This is an optimization exercise on Yosys and OpenROAD, whose aim is small area, a short achievable clock period and few clock cycles, not a production implementation. The RTL was checked by simulation tests, not by an equivalence proof against the original design. Power is estimated from default activity; no workload was simulated.

==> run a <==
## bf_machine
module bf_machine (
  input  logic       clk,
  input  logic       rst,
  input  logic [7:0] rx_data,
  input  logic       new_rx,
  output logic       rx_ready,
  output logic [7:0] tx_data,
  output logic       tx_send,
  input  logic       tx_busy,
  output logic [2:0] state,
  output logic [4:0] err
);
  localparam logic [2:0] S_IDLE  = 3'd0;
  localparam logic [2:0] S_LOAD  = 3'd1;
  localparam logic [2:0] S_EXEC  = 3'd2;
  localparam logic [2:0] S_SKIPR = 3'd5;
  localparam logic [2:0] S_SKIPL = 3'd6;
  localparam logic [2:0] S_FETCH = 3'd7;
  localparam logic [2:0] OP_INC   = 3'd0;
  localparam logic [2:0] OP_DEC   = 3'd1;
  localparam logic [2:0] OP_LEFT  = 3'd2;
  localparam logic [2:0] OP_RIGHT = 3'd3;
  localparam logic [2:0] OP_JZ    = 3'd4;
  localparam logic [2:0] OP_JNZ   = 3'd5;
  localparam logic [2:0] OP_OUT   = 3'd6;
  localparam logic [2:0] OP_IN    = 3'd7;
  localparam int SDEPTH = 2;
  function automatic logic f_is_cmd(input logic [7:0] b);
    case (b)
      8'h2B, 8'h2D, 8'h3C, 8'h3E, 8'h5B, 8'h5D, 8'h2E, 8'h2C: f_is_cmd = 1'b1;
      default: f_is_cmd = 1'b0;
    endcase
  endfunction
  function automatic logic [2:0] f_encode(input logic [7:0] b);
    case (b)
      8'h2B:   f_encode = OP_INC;
      8'h2D:   f_encode = OP_DEC;
      8'h3C:   f_encode = OP_LEFT;
      8'h3E:   f_encode = OP_RIGHT;
      8'h5B:   f_encode = OP_JZ;
      8'h5D:   f_encode = OP_JNZ;
      8'h2E:   f_encode = OP_OUT;
      8'h2C:   f_encode = OP_IN;
      default: f_encode = OP_INC;
    endcase
  endfunction
  logic [2:0] r_prog0 [0:63];
  logic [2:0] r_prog1 [0:63];
  ...
Settings: LEC_CHECK=0, CAP_MARGIN=20, CORE_MARGIN=2, CORE_UTILIZATION=40, SETUP_SLACK_MARGIN=5, SLEW_MARGIN=20; clock period 10.0 ns.
run.sh (not shown) runs the stock make flow with config.mk's settings and CLKGATE_MAP_FILE= SYNTH_SCRIPT=/design/flow/synth_recipe.tcl, a recipe that flattens the netlist after the stock synthesis.
==> run b: changes against run a <==
--- a/flow/design.v
+++ b/flow/design.v
@@ -9,26 +9,28 @@
   input  logic       tx_busy,
   output logic [2:0] state,
   output logic [4:0] err
 );
   localparam logic [2:0] S_IDLE  = 3'd0;
   localparam logic [2:0] S_LOAD  = 3'd1;
   localparam logic [2:0] S_EXEC  = 3'd2;
+  localparam logic [2:0] S_OUT   = 3'd3;
+  localparam logic [2:0] S_IN    = 3'd4;
   localparam logic [2:0] S_SKIPR = 3'd5;
   localparam logic [2:0] S_SKIPL = 3'd6;
   localparam logic [2:0] S_FETCH = 3'd7;
   localparam logic [2:0] OP_INC   = 3'd0;
   localparam logic [2:0] OP_DEC   = 3'd1;
   localparam logic [2:0] OP_LEFT  = 3'd2;
   localparam logic [2:0] OP_RIGHT = 3'd3;
   localparam logic [2:0] OP_JZ    = 3'd4;
   localparam logic [2:0] OP_JNZ   = 3'd5;
   localparam logic [2:0] OP_OUT   = 3'd6;
   localparam logic [2:0] OP_IN    = 3'd7;
-  localparam int SDEPTH = 2;
+  localparam int SDEPTH = 4;
   function automatic logic f_is_cmd(input logic [7:0] b);
     case (b)
       8'h2B, 8'h2D, 8'h3C, 8'h3E, 8'h5B, 8'h5D, 8'h2E, 8'h2C: f_is_cmd = 1'b1;
       default: f_is_cmd = 1'b0;
     endcase
   endfunction
   function automatic logic [2:0] f_encode(input logic [7:0] b);
@@ -62,18 +64,20 @@
   logic [4:0] r_nest;
   logic [4:0] r_err;
   logic [5:0] r_depth;    
   logic       r_deep;     
   logic [7:0] r_stk [0:SDEPTH-1];    
   logic [2:0] r_scnt;
   logic [7:0] r_cell;     
-  logic       st_idle, st_load, st_exec, st_skipr, st_skipl, st_fetch;
+  logic       st_idle, st_load, st_exec, st_out, st_in, st_skipr, st_skipl, st_fetch;
   assign st_idle  = (r_state == S_IDLE);
   assign st_load  = (r_state == S_LOAD);
   assign st_exec  = (r_state == S_EXEC);
+  assign st_out   = (r_state == S_OUT);
+  assign st_in    = (r_state == S_IN);
   assign st_skipr = (r_state == S_SKIPR);
   assign st_skipl = (r_state == S_SKIPL);
   assign st_fetch = (r_state == S_FETCH);
   logic [3:0] w_v;        
   assign w_v[0] = (r_left != 9'd0);
   assign w_v[1] = (r_left > 9'd1);
   assign w_v[2] = (r_left > 9'd2);
@@ -156,19 +160,14 @@
     case (r_pc[1:0])
       2'd0: begin w_rd[0] = w_b[0]; w_rd[1] = w_b[1]; w_rd[2] = w_b[2]; w_rd[3] = w_b[3]; end
       2'd1: begin w_rd[0] = w_b[1]; w_rd[1] = w_b[2]; w_rd[2] = w_b[3]; w_rd[3] = w_b[0]; end
       2'd2: begin w_rd[0] = w_b[2]; w_rd[1] = w_b[3]; w_rd[2] = w_b[0]; w_rd[3] = w_b[1]; end
       default: begin w_rd[0] = w_b[3]; w_rd[1] = w_b[0]; w_rd[2] = w_b[1]; w_rd[3] = w_b[2]; end
     endcase
   end
-  logic [2:0] w_rdb [0:3];
-  always_comb begin
-    for (int i = 0; i < 4; i++)
-      w_rdb[i] = (r_ld_we && r_ld_addr == 8'(i)) ? r_ld_op : w_rd[i];
-  end
   always_comb begin
     for (int i = 0; i < 4; i++) w_op[i] = r_w[i];
   end
   logic [2:0] w_ext [0:7];
   always_comb begin
     for (int i = 0; i < 4; i++) begin
       w_ext[i]   = r_w[i];
@@ -272,33 +271,31 @@
   logic [2:0] w_rx_op;
   logic [8:0] w_plen_eff;
   logic       w_prog_we;
   assign w_rx_cmd   = f_is_cmd(rx_data);
   assign w_rx_op    = f_encode(rx_data);
   assign w_plen_eff = st_idle ? 9'd0 : r_plen;
   assign w_prog_we  = (st_idle || st_load) && new_rx && w_rx_cmd && !w_plen_eff[8];
-  logic       r_ld_we;
-  logic [2:0] r_ld_op;
-  logic [7:0] r_ld_addr;
   assign tx_data  = r_cell;
-  assign tx_send  = st_exec && d_out[0] && !tx_busy;
-  assign rx_ready = st_exec && d_in[0];
+  assign tx_send  = st_out && !tx_busy;
+  assign rx_ready = st_in;
   assign state    = r_state;
   assign err      = r_err;
   localparam logic [3:0] PC_HOLD = 4'd0, PC_P1 = 4'd1, PC_P2 = 4'd2, PC_P3 = 4'd3,
                          PC_P4 = 4'd4, PC_P5 = 4'd5, PC_M1 = 4'd6, PC_STK = 4'd7,
                          PC_ZERO = 4'd8;
   logic [2:0] p_state [0:1];
   logic [3:0] p_pcsel [0:1];
   logic [8:0] p_plen  [0:1];
   logic [7:0] p_mp    [0:1];
   logic [4:0] p_nest  [0:1];
   logic [4:0] p_err   [0:1];
   logic [5:0] p_depth [0:1];
   logic       p_deep  [0:1];
+  logic       p_txe   [0:1];
   logic       p_push  [0:1];
   logic       p_pop   [0:1];
   logic       p_we    [0:1];
   logic [8:0] p_pc    [0:1];
   logic [5:0] p_pcq1  [0:1];
   logic [5:0] p_pcq2  [0:1];
   logic [8:0] p_left  [0:1];
@@ -313,27 +310,29 @@
   logic [8:0] n_plen;
   logic [7:0] n_mp;
   logic [8:0] n_hw;
   logic [4:0] n_nest;
   logic [4:0] n_err;
   logic [5:0] n_depth;
   logic       n_deep;
+  logic       n_txe;
   logic       s_push, s_pop;
   logic       m_we;
   logic [7:0] m_wd;
   always_comb begin
     for (int L = 0; L < 2; L++) begin
       p_state[L] = r_state;
       p_pcsel[L]   = PC_HOLD;
       p_plen[L]  = r_plen;
       p_mp[L]    = r_mp;
       p_nest[L]  = r_nest;
       p_err[L]   = r_err;
       p_depth[L] = r_depth;
       p_deep[L]  = r_deep;
+      p_txe[L]   = 1'b0;
       p_push[L]  = 1'b0;
       p_pop[L]   = 1'b0;
       p_we[L]    = 1'b0;
       case (r_state)
         S_IDLE, S_LOAD: begin
           p_pcsel[L] = PC_ZERO;
           p_mp[L]    = 8'd0;
@@ -431,20 +430,31 @@
               p_state[L]  = S_IDLE;
             end else begin
               p_nest[L]  = 5'd0;
               p_pcsel[L]   = PC_M1;
               p_state[L] = S_FETCH;
             end
           end else if (d_out[0]) begin
-            if (!tx_busy) p_pcsel[L] = PC_P1;
+            p_txe[L]   = 1'b1;
+            p_state[L] = S_OUT;
           end else begin
-            if (new_rx) begin
-              p_we[L]    = 1'b1;
-              p_pcsel[L] = PC_P1;
-            end
+            p_state[L] = S_IN;
+          end
+        end
+        S_OUT: begin
+          if (!tx_busy) begin
+            p_pcsel[L]   = PC_P1;
+            p_state[L] = S_EXEC;
+          end
+        end
+        S_IN: begin
+          if (new_rx) begin
+            p_we[L]    = 1'b1;
+            p_pcsel[L]   = PC_P1;
+            p_state[L] = S_EXEC;
           end
         end
         S_SKIPR: begin
           if (r_deep) begin
             if (!w_v[0]) begin
               p_err[L][0] = 1'b1;
               p_state[L]  = S_IDLE;
@@ -525,15 +535,15 @@
              ({6{p_pcsel[L] == PC_ZERO}} & 6'd2) |
              ({6{p_pcsel[L] == PC_HOLD}} & r_pcq2);
     for (int i = 0; i < 4; i++) begin
       p_w[L][i] = ({3{p_pcsel[L] == PC_P1}}   & w_ext[i+1]) | ({3{p_pcsel[L] == PC_P2}} & w_ext[i+2]) |
                ({3{p_pcsel[L] == PC_P3}}   & w_ext[i+3]) | ({3{p_pcsel[L] == PC_P4}} & w_ext[i+4]) |
                ({3{p_pcsel[L] == PC_STK}}  & r_stkw[0][3*i +: 3]) |
                ({3{p_pcsel[L] == PC_HOLD && !w_direct}} & r_w[i]) |
-               ({3{w_direct}} & w_rdb[i]);
+               ({3{w_direct}} & w_rd[i]);
     end
     p_left[L] = ({9{p_pcsel[L] == PC_P1}}   & w_lm[1]) | ({9{p_pcsel[L] == PC_P2}} & w_lm[2]) |
                 ({9{p_pcsel[L] == PC_P3}}   & w_lm[3]) | ({9{p_pcsel[L] == PC_P4}} & w_lm[4]) |
                 ({9{p_pcsel[L] == PC_M1}}   & w_lp1) |
                 ({9{p_pcsel[L] == PC_STK}}  & w_lstk) |
                 ({9{p_pcsel[L] == PC_ZERO}} & w_plen_eff) |
                 ({9{p_pcsel[L] == PC_HOLD}} & r_left);
@@ -557,25 +567,26 @@
     n_state = w_late ? p_state[1] : p_state[0];
     n_plen  = w_late ? p_plen[1]  : p_plen[0];
     n_mp    = w_late ? p_mp[1]    : p_mp[0];
     n_nest  = w_late ? p_nest[1]  : p_nest[0];
     n_err   = w_late ? p_err[1]   : p_err[0];
     n_depth = w_late ? p_depth[1] : p_depth[0];
     n_deep  = w_late ? p_deep[1]  : p_deep[0];
+    n_txe   = w_late ? p_txe[1]   : p_txe[0];
     s_push  = w_late ? p_push[1]  : p_push[0];
     s_pop   = w_late ? p_pop[1]   : p_pop[0];
     m_we    = w_late ? p_we[1]    : p_we[0];
     n_pc    = w_late ? p_pc[1]    : p_pc[0];
     n_pcq1  = w_late ? p_pcq1[1]  : p_pcq1[0];
     n_pcq2  = w_late ? p_pcq2[1]  : p_pcq2[0];
     n_left  = w_late ? p_left[1]  : p_left[0];
     for (int i = 0; i < 4; i++) n_w[i] = w_late ? p_w[1][i] : p_w[0][i];
   end
   always_comb begin
-    if (d_in[0])
+    if (st_in)
       m_wd = rx_data;
     else if (d_inc[0] || d_dec[0])
       m_wd = w_newv;
     else if (d_jz[0] && w_clr && !w_clr_done)
       m_wd = d_dec[1] ? w_cm[4] : w_cp[4];
     else
       m_wd = 8'd0;
@@ -610,24 +621,22 @@
       n_cell = w_rdcell;
     else if (m_we)
       n_cell = m_wd;
     else
       n_cell = r_cell;
   end
   always_ff @(posedge clk) begin
-    if (r_ld_we) begin
-      case (r_ld_addr[1:0])
-        2'd0: r_prog0[r_ld_addr[7:2]] <= r_ld_op;
-        2'd1: r_prog1[r_ld_addr[7:2]] <= r_ld_op;
-        2'd2: r_prog2[r_ld_addr[7:2]] <= r_ld_op;
-        default: r_prog3[r_ld_addr[7:2]] <= r_ld_op;
+    if (w_prog_we) begin
+      case (w_plen_eff[1:0])
+        2'd0: r_prog0[w_plen_eff[7:2]] <= w_rx_op;
+        2'd1: r_prog1[w_plen_eff[7:2]] <= w_rx_op;
+        2'd2: r_prog2[w_plen_eff[7:2]] <= w_rx_op;
+        default: r_prog3[w_plen_eff[7:2]] <= w_rx_op;
       endcase
     end
-    r_ld_op   <= w_rx_op;
-    r_ld_addr <= w_plen_eff[7:0];
     if (m_we) r_mem[r_mp] <= m_wd;
     r_cell <= n_cell;
     if (s_push) begin
       r_stk[0] <= w_pcp[1][7:0];
       r_stkw[0] <= {w_ext[4], w_ext[3], w_ext[2], w_ext[1]};
       for (int i = 1; i < SDEPTH; i++) begin
         r_stk[i]  <= r_stk[i-1];
@@ -644,30 +653,28 @@
   always_ff @(posedge clk or posedge rst) begin
     if (rst) begin
       r_state <= S_IDLE;
       r_pc    <= 9'd0;
       r_pcq1  <= 6'd1;
       r_pcq2  <= 6'd2;
       r_left  <= 9'd0;
-      r_ld_we <= 1'b0;
       r_plen  <= 9'd0;
       r_mp    <= 8'd0;
       r_hw    <= 9'd0;
       r_nest  <= 5'd0;
       r_err   <= 5'd0;
       r_depth <= 6'd0;
       r_deep  <= 1'b0;
       r_scnt  <= 3'd0;
     end else begin
       r_state <= n_state;
       r_pc    <= n_pc;
       r_pcq1  <= n_pcq1;
       r_pcq2  <= n_pcq2;
       r_left  <= n_left;
-      r_ld_we <= w_prog_we;
       r_plen  <= n_plen;
       r_mp    <= n_mp;
       r_hw    <= n_hw;
       r_nest  <= n_nest;
       r_err   <= n_err;
       r_depth <= n_depth;
       r_deep  <= n_deep;
==> flow/config.mk (replaced) <==
export PLATFORM = sky130hd
export DESIGN_NAME = bf_machine
export DESIGN_NICKNAME = bf_machine
export VERILOG_FILES = /design/flow/design.v
export SDC_FILE = /design/flow/constraint.sdc
export NUM_CORES = 4
export LEC_CHECK = 0
export CAP_MARGIN = 20
export CORE_MARGIN = 2
export CORE_UTILIZATION = 40
export SETUP_SLACK_MARGIN = 4
export SLEW_MARGIN = 20
==> run c: changes against run a <==
--- a/flow/design.v
+++ b/flow/design.v
@@ -9,26 +9,28 @@
   input  logic       tx_busy,
   output logic [2:0] state,
   output logic [4:0] err
 );
   localparam logic [2:0] S_IDLE  = 3'd0;
   localparam logic [2:0] S_LOAD  = 3'd1;
   localparam logic [2:0] S_EXEC  = 3'd2;
+  localparam logic [2:0] S_OUT   = 3'd3;
+  localparam logic [2:0] S_IN    = 3'd4;
   localparam logic [2:0] S_SKIPR = 3'd5;
   localparam logic [2:0] S_SKIPL = 3'd6;
   localparam logic [2:0] S_FETCH = 3'd7;
   localparam logic [2:0] OP_INC   = 3'd0;
   localparam logic [2:0] OP_DEC   = 3'd1;
   localparam logic [2:0] OP_LEFT  = 3'd2;
   localparam logic [2:0] OP_RIGHT = 3'd3;
   localparam logic [2:0] OP_JZ    = 3'd4;
   localparam logic [2:0] OP_JNZ   = 3'd5;
   localparam logic [2:0] OP_OUT   = 3'd6;
   localparam logic [2:0] OP_IN    = 3'd7;
-  localparam int SDEPTH = 2;
+  localparam int SDEPTH = 4;
   function automatic logic f_is_cmd(input logic [7:0] b);
     case (b)
       8'h2B, 8'h2D, 8'h3C, 8'h3E, 8'h5B, 8'h5D, 8'h2E, 8'h2C: f_is_cmd = 1'b1;
       default: f_is_cmd = 1'b0;
     endcase
   endfunction
   function automatic logic [2:0] f_encode(input logic [7:0] b);
@@ -62,18 +64,20 @@
   logic [4:0] r_nest;
   logic [4:0] r_err;
   logic [5:0] r_depth;    
   logic       r_deep;     
   logic [7:0] r_stk [0:SDEPTH-1];    
   logic [2:0] r_scnt;
   logic [7:0] r_cell;     
-  logic       st_idle, st_load, st_exec, st_skipr, st_skipl, st_fetch;
+  logic       st_idle, st_load, st_exec, st_out, st_in, st_skipr, st_skipl, st_fetch;
   assign st_idle  = (r_state == S_IDLE);
   assign st_load  = (r_state == S_LOAD);
   assign st_exec  = (r_state == S_EXEC);
+  assign st_out   = (r_state == S_OUT);
+  assign st_in    = (r_state == S_IN);
   assign st_skipr = (r_state == S_SKIPR);
   assign st_skipl = (r_state == S_SKIPL);
   assign st_fetch = (r_state == S_FETCH);
   logic [3:0] w_v;        
   assign w_v[0] = (r_left != 9'd0);
   assign w_v[1] = (r_left > 9'd1);
   assign w_v[2] = (r_left > 9'd2);
@@ -156,19 +160,14 @@
     case (r_pc[1:0])
       2'd0: begin w_rd[0] = w_b[0]; w_rd[1] = w_b[1]; w_rd[2] = w_b[2]; w_rd[3] = w_b[3]; end
       2'd1: begin w_rd[0] = w_b[1]; w_rd[1] = w_b[2]; w_rd[2] = w_b[3]; w_rd[3] = w_b[0]; end
       2'd2: begin w_rd[0] = w_b[2]; w_rd[1] = w_b[3]; w_rd[2] = w_b[0]; w_rd[3] = w_b[1]; end
       default: begin w_rd[0] = w_b[3]; w_rd[1] = w_b[0]; w_rd[2] = w_b[1]; w_rd[3] = w_b[2]; end
     endcase
   end
-  logic [2:0] w_rdb [0:3];
-  always_comb begin
-    for (int i = 0; i < 4; i++)
-      w_rdb[i] = (r_ld_we && r_ld_addr == 8'(i)) ? r_ld_op : w_rd[i];
-  end
   always_comb begin
     for (int i = 0; i < 4; i++) w_op[i] = r_w[i];
   end
   logic [2:0] w_ext [0:7];
   always_comb begin
     for (int i = 0; i < 4; i++) begin
       w_ext[i]   = r_w[i];
@@ -272,33 +271,31 @@
   logic [2:0] w_rx_op;
   logic [8:0] w_plen_eff;
   logic       w_prog_we;
   assign w_rx_cmd   = f_is_cmd(rx_data);
   assign w_rx_op    = f_encode(rx_data);
   assign w_plen_eff = st_idle ? 9'd0 : r_plen;
   assign w_prog_we  = (st_idle || st_load) && new_rx && w_rx_cmd && !w_plen_eff[8];
-  logic       r_ld_we;
-  logic [2:0] r_ld_op;
-  logic [7:0] r_ld_addr;
   assign tx_data  = r_cell;
-  assign tx_send  = st_exec && d_out[0] && !tx_busy;
-  assign rx_ready = st_exec && d_in[0];
+  assign tx_send  = st_out && !tx_busy;
+  assign rx_ready = st_in;
   assign state    = r_state;
   assign err      = r_err;
   localparam logic [3:0] PC_HOLD = 4'd0, PC_P1 = 4'd1, PC_P2 = 4'd2, PC_P3 = 4'd3,
                          PC_P4 = 4'd4, PC_P5 = 4'd5, PC_M1 = 4'd6, PC_STK = 4'd7,
                          PC_ZERO = 4'd8;
   logic [2:0] p_state [0:1];
   logic [3:0] p_pcsel [0:1];
   logic [8:0] p_plen  [0:1];
   logic [7:0] p_mp    [0:1];
   logic [4:0] p_nest  [0:1];
   logic [4:0] p_err   [0:1];
   logic [5:0] p_depth [0:1];
   logic       p_deep  [0:1];
+  logic       p_txe   [0:1];
   logic       p_push  [0:1];
   logic       p_pop   [0:1];
   logic       p_we    [0:1];
   logic [8:0] p_pc    [0:1];
   logic [5:0] p_pcq1  [0:1];
   logic [5:0] p_pcq2  [0:1];
   logic [8:0] p_left  [0:1];
@@ -313,27 +310,29 @@
   logic [8:0] n_plen;
   logic [7:0] n_mp;
   logic [8:0] n_hw;
   logic [4:0] n_nest;
   logic [4:0] n_err;
   logic [5:0] n_depth;
   logic       n_deep;
+  logic       n_txe;
   logic       s_push, s_pop;
   logic       m_we;
   logic [7:0] m_wd;
   always_comb begin
     for (int L = 0; L < 2; L++) begin
       p_state[L] = r_state;
       p_pcsel[L]   = PC_HOLD;
       p_plen[L]  = r_plen;
       p_mp[L]    = r_mp;
       p_nest[L]  = r_nest;
       p_err[L]   = r_err;
       p_depth[L] = r_depth;
       p_deep[L]  = r_deep;
+      p_txe[L]   = 1'b0;
       p_push[L]  = 1'b0;
       p_pop[L]   = 1'b0;
       p_we[L]    = 1'b0;
       case (r_state)
         S_IDLE, S_LOAD: begin
           p_pcsel[L] = PC_ZERO;
           p_mp[L]    = 8'd0;
@@ -431,20 +430,31 @@
               p_state[L]  = S_IDLE;
             end else begin
               p_nest[L]  = 5'd0;
               p_pcsel[L]   = PC_M1;
               p_state[L] = S_FETCH;
             end
           end else if (d_out[0]) begin
-            if (!tx_busy) p_pcsel[L] = PC_P1;
+            p_txe[L]   = 1'b1;
+            p_state[L] = S_OUT;
           end else begin
-            if (new_rx) begin
-              p_we[L]    = 1'b1;
-              p_pcsel[L] = PC_P1;
-            end
+            p_state[L] = S_IN;
+          end
+        end
+        S_OUT: begin
+          if (!tx_busy) begin
+            p_pcsel[L]   = PC_P1;
+            p_state[L] = S_EXEC;
+          end
+        end
+        S_IN: begin
+          if (new_rx) begin
+            p_we[L]    = 1'b1;
+            p_pcsel[L]   = PC_P1;
+            p_state[L] = S_EXEC;
           end
         end
         S_SKIPR: begin
           if (r_deep) begin
             if (!w_v[0]) begin
               p_err[L][0] = 1'b1;
               p_state[L]  = S_IDLE;
@@ -525,15 +535,15 @@
              ({6{p_pcsel[L] == PC_ZERO}} & 6'd2) |
              ({6{p_pcsel[L] == PC_HOLD}} & r_pcq2);
     for (int i = 0; i < 4; i++) begin
       p_w[L][i] = ({3{p_pcsel[L] == PC_P1}}   & w_ext[i+1]) | ({3{p_pcsel[L] == PC_P2}} & w_ext[i+2]) |
                ({3{p_pcsel[L] == PC_P3}}   & w_ext[i+3]) | ({3{p_pcsel[L] == PC_P4}} & w_ext[i+4]) |
                ({3{p_pcsel[L] == PC_STK}}  & r_stkw[0][3*i +: 3]) |
                ({3{p_pcsel[L] == PC_HOLD && !w_direct}} & r_w[i]) |
-               ({3{w_direct}} & w_rdb[i]);
+               ({3{w_direct}} & w_rd[i]);
     end
     p_left[L] = ({9{p_pcsel[L] == PC_P1}}   & w_lm[1]) | ({9{p_pcsel[L] == PC_P2}} & w_lm[2]) |
                 ({9{p_pcsel[L] == PC_P3}}   & w_lm[3]) | ({9{p_pcsel[L] == PC_P4}} & w_lm[4]) |
                 ({9{p_pcsel[L] == PC_M1}}   & w_lp1) |
                 ({9{p_pcsel[L] == PC_STK}}  & w_lstk) |
                 ({9{p_pcsel[L] == PC_ZERO}} & w_plen_eff) |
                 ({9{p_pcsel[L] == PC_HOLD}} & r_left);
@@ -557,25 +567,26 @@
     n_state = w_late ? p_state[1] : p_state[0];
     n_plen  = w_late ? p_plen[1]  : p_plen[0];
     n_mp    = w_late ? p_mp[1]    : p_mp[0];
     n_nest  = w_late ? p_nest[1]  : p_nest[0];
     n_err   = w_late ? p_err[1]   : p_err[0];
     n_depth = w_late ? p_depth[1] : p_depth[0];
     n_deep  = w_late ? p_deep[1]  : p_deep[0];
+    n_txe   = w_late ? p_txe[1]   : p_txe[0];
     s_push  = w_late ? p_push[1]  : p_push[0];
     s_pop   = w_late ? p_pop[1]   : p_pop[0];
     m_we    = w_late ? p_we[1]    : p_we[0];
     n_pc    = w_late ? p_pc[1]    : p_pc[0];
     n_pcq1  = w_late ? p_pcq1[1]  : p_pcq1[0];
     n_pcq2  = w_late ? p_pcq2[1]  : p_pcq2[0];
     n_left  = w_late ? p_left[1]  : p_left[0];
     for (int i = 0; i < 4; i++) n_w[i] = w_late ? p_w[1][i] : p_w[0][i];
   end
   always_comb begin
-    if (d_in[0])
+    if (st_in)
       m_wd = rx_data;
     else if (d_inc[0] || d_dec[0])
       m_wd = w_newv;
     else if (d_jz[0] && w_clr && !w_clr_done)
       m_wd = d_dec[1] ? w_cm[4] : w_cp[4];
     else
       m_wd = 8'd0;
@@ -610,24 +621,22 @@
       n_cell = w_rdcell;
     else if (m_we)
       n_cell = m_wd;
     else
       n_cell = r_cell;
   end
   always_ff @(posedge clk) begin
-    if (r_ld_we) begin
-      case (r_ld_addr[1:0])
-        2'd0: r_prog0[r_ld_addr[7:2]] <= r_ld_op;
-        2'd1: r_prog1[r_ld_addr[7:2]] <= r_ld_op;
-        2'd2: r_prog2[r_ld_addr[7:2]] <= r_ld_op;
-        default: r_prog3[r_ld_addr[7:2]] <= r_ld_op;
+    if (w_prog_we) begin
+      case (w_plen_eff[1:0])
+        2'd0: r_prog0[w_plen_eff[7:2]] <= w_rx_op;
+        2'd1: r_prog1[w_plen_eff[7:2]] <= w_rx_op;
+        2'd2: r_prog2[w_plen_eff[7:2]] <= w_rx_op;
+        default: r_prog3[w_plen_eff[7:2]] <= w_rx_op;
       endcase
     end
-    r_ld_op   <= w_rx_op;
-    r_ld_addr <= w_plen_eff[7:0];
     if (m_we) r_mem[r_mp] <= m_wd;
     r_cell <= n_cell;
     if (s_push) begin
       r_stk[0] <= w_pcp[1][7:0];
       r_stkw[0] <= {w_ext[4], w_ext[3], w_ext[2], w_ext[1]};
       for (int i = 1; i < SDEPTH; i++) begin
         r_stk[i]  <= r_stk[i-1];
@@ -644,30 +653,28 @@
   always_ff @(posedge clk or posedge rst) begin
     if (rst) begin
       r_state <= S_IDLE;
       r_pc    <= 9'd0;
       r_pcq1  <= 6'd1;
       r_pcq2  <= 6'd2;
       r_left  <= 9'd0;
-      r_ld_we <= 1'b0;
       r_plen  <= 9'd0;
       r_mp    <= 8'd0;
       r_hw    <= 9'd0;
       r_nest  <= 5'd0;
       r_err   <= 5'd0;
       r_depth <= 6'd0;
       r_deep  <= 1'b0;
       r_scnt  <= 3'd0;
     end else begin
       r_state <= n_state;
       r_pc    <= n_pc;
       r_pcq1  <= n_pcq1;
       r_pcq2  <= n_pcq2;
       r_left  <= n_left;
-      r_ld_we <= w_prog_we;
       r_plen  <= n_plen;
       r_mp    <= n_mp;
       r_hw    <= n_hw;
       r_nest  <= n_nest;
       r_err   <= n_err;
       r_depth <= n_depth;
       r_deep  <= n_deep;
==> impl_metrics.csv <==
group,metric,value,unit
setup_path,critPathSlowestCell,"dfrtp_1",
route,route.met3.wl,49700,um
yosys,synth.area.top_cells,"edfxtp_1 65%, mux4_2 4.5%, nand2_1 4.2%",
yosys,synth-async-reset-ratio,2.64,%
setup_path,path_buf_inv,0,
yosys,synth_top_family_by_area,"simple AND/OR/NAND/NOR gates",
final_layout,buf_share,4.52,%
final_layout,design_area,158000,um^2
yosys,synth_area_per_cell,13.3,um^2
yosys,synth_cell_types,119,
setup_path,r2r_setup_slack,4.91,ns
status,outcome,"finished clean",
global_routing,grt_max_degree,218,
final_layout,clock_area_share,6.27,%
sta,fin_hold_ws,0.443,ns
setup_path,critPathMaxFanout,10,
pwr,power.density,159,nW/um^2
die,fp.dieArea,340000,um^2
yosys,muxShareOfSynthArea,7.42,%
the above is filed under run c

==> impl_metrics.csv <==
group,metric,value,unit
status,outcome,"finished clean",
final_layout,design_area,157000,um^2
setup_path,critPathMaxFanout,11,
yosys,muxShareOfSynthArea,11.4,%
final_layout,clock_area_share,6.40,%
route,route.met3.wl,53700,um
sta,finalHoldViolations,0,
setup_path,path_buf_inv,5,
yosys,synth_area,132000,um^2
yosys,synth-async-reset-ratio,2.70,%
setup_path,critPathSlowestCell,"or4_4",
yosys,synth_cell_types,118,
global_routing,grt_max_degree,215,
pwr,power.density,237,nW/um^2
sta,fin_hold_ws,0.505,ns
yosys,synth_top_family_by_area,"multiplexers",
final_layout,buf_share,4.87,%
setup_path,r2r_setup_slack,4.95,ns
yosys,synth_area_per_cell,14.7,um^2
the above is filed under run a

==> impl_metrics.csv <==
group,metric,value,unit
status,outcome,"finished clean",
sta,fin_hold_ws,0.446,ns
final_layout,drive_gt1_share,13.9,%
yosys,synth.area.top_cells,"edfxtp_1 65%, mux4_2 4.5%, nand2_1 4.2%",
yosys,synth_cell_types,119,
die,fp.dieArea,340000,um^2
yosys,synth-async-reset-ratio,2.64,%
yosys,muxShareOfSynthArea,7.42,%
setup_path,path_buf_inv,1,
final_layout,design_area,151000,um^2
setup_path,critPathSlowestCell,"nor4_2",
route,avgViaCountPerCell,6.29,
final_layout,buf_share,2.33,%
route,route.met3.wl,43600,um
global_routing,grt_max_degree,219,
yosys,synth_area_per_cell,13.3,um^2
final_layout,clock_area_share,6.51,%
yosys,yosys.cell_count.top_type,"edfxtp_1",
setup_path,r2r_setup_slack,3.99,ns
yosys,synth_top_family_by_area,"simple AND/OR/NAND/NOR gates",
the above is filed under run b

Testbench counts of run a, summed over its fixed seeds: cycles 45,962.
Testbench counts of run b, summed over its fixed seeds: cycles 47,899.
Testbench counts of run c, summed over its fixed seeds: cycles 47,899.

separate check: timing with driven ports:
How much do the figures lean on ideal ports? The routed layouts below were timed once more, with nothing changed but the port constraints. Step 1: set_driving_cell puts a clkbuf_16 on clk and a buf_2 on each other input, an assumption about the parent block. Step 2 also shifts input and output timing later by t, the mid clock arrival at the registers, as if the neighbouring blocks saw the same clock. Three values: no drivers, after step 1, after step 2; two values: the first two.
| run | t, ns | setup slack, ns | worst hold slack (ns) | worst slew at a driven data input, ns |
|---|---|---|---|---|
| run a | 1.010 | 4.946 / 4.946 / 4.279 | 0.505 / 0.505 / 0.505 | 0.12 |
| run b | 0.958 | 3.992 / 3.992 / 3.537 | 0.446 / 0.446 / 0.446 | 0.06 |
| run c | 1.022 | 4.912 / 4.912 / 4.083 | 0.443 / 0.443 / 0.443 | 0.04 |
After both steps setup and hold are still met in every run listed. For run c, which loses most, drivers alone change the setup slack by 0.000 ns; drivers and shift together by -0.829 ns.
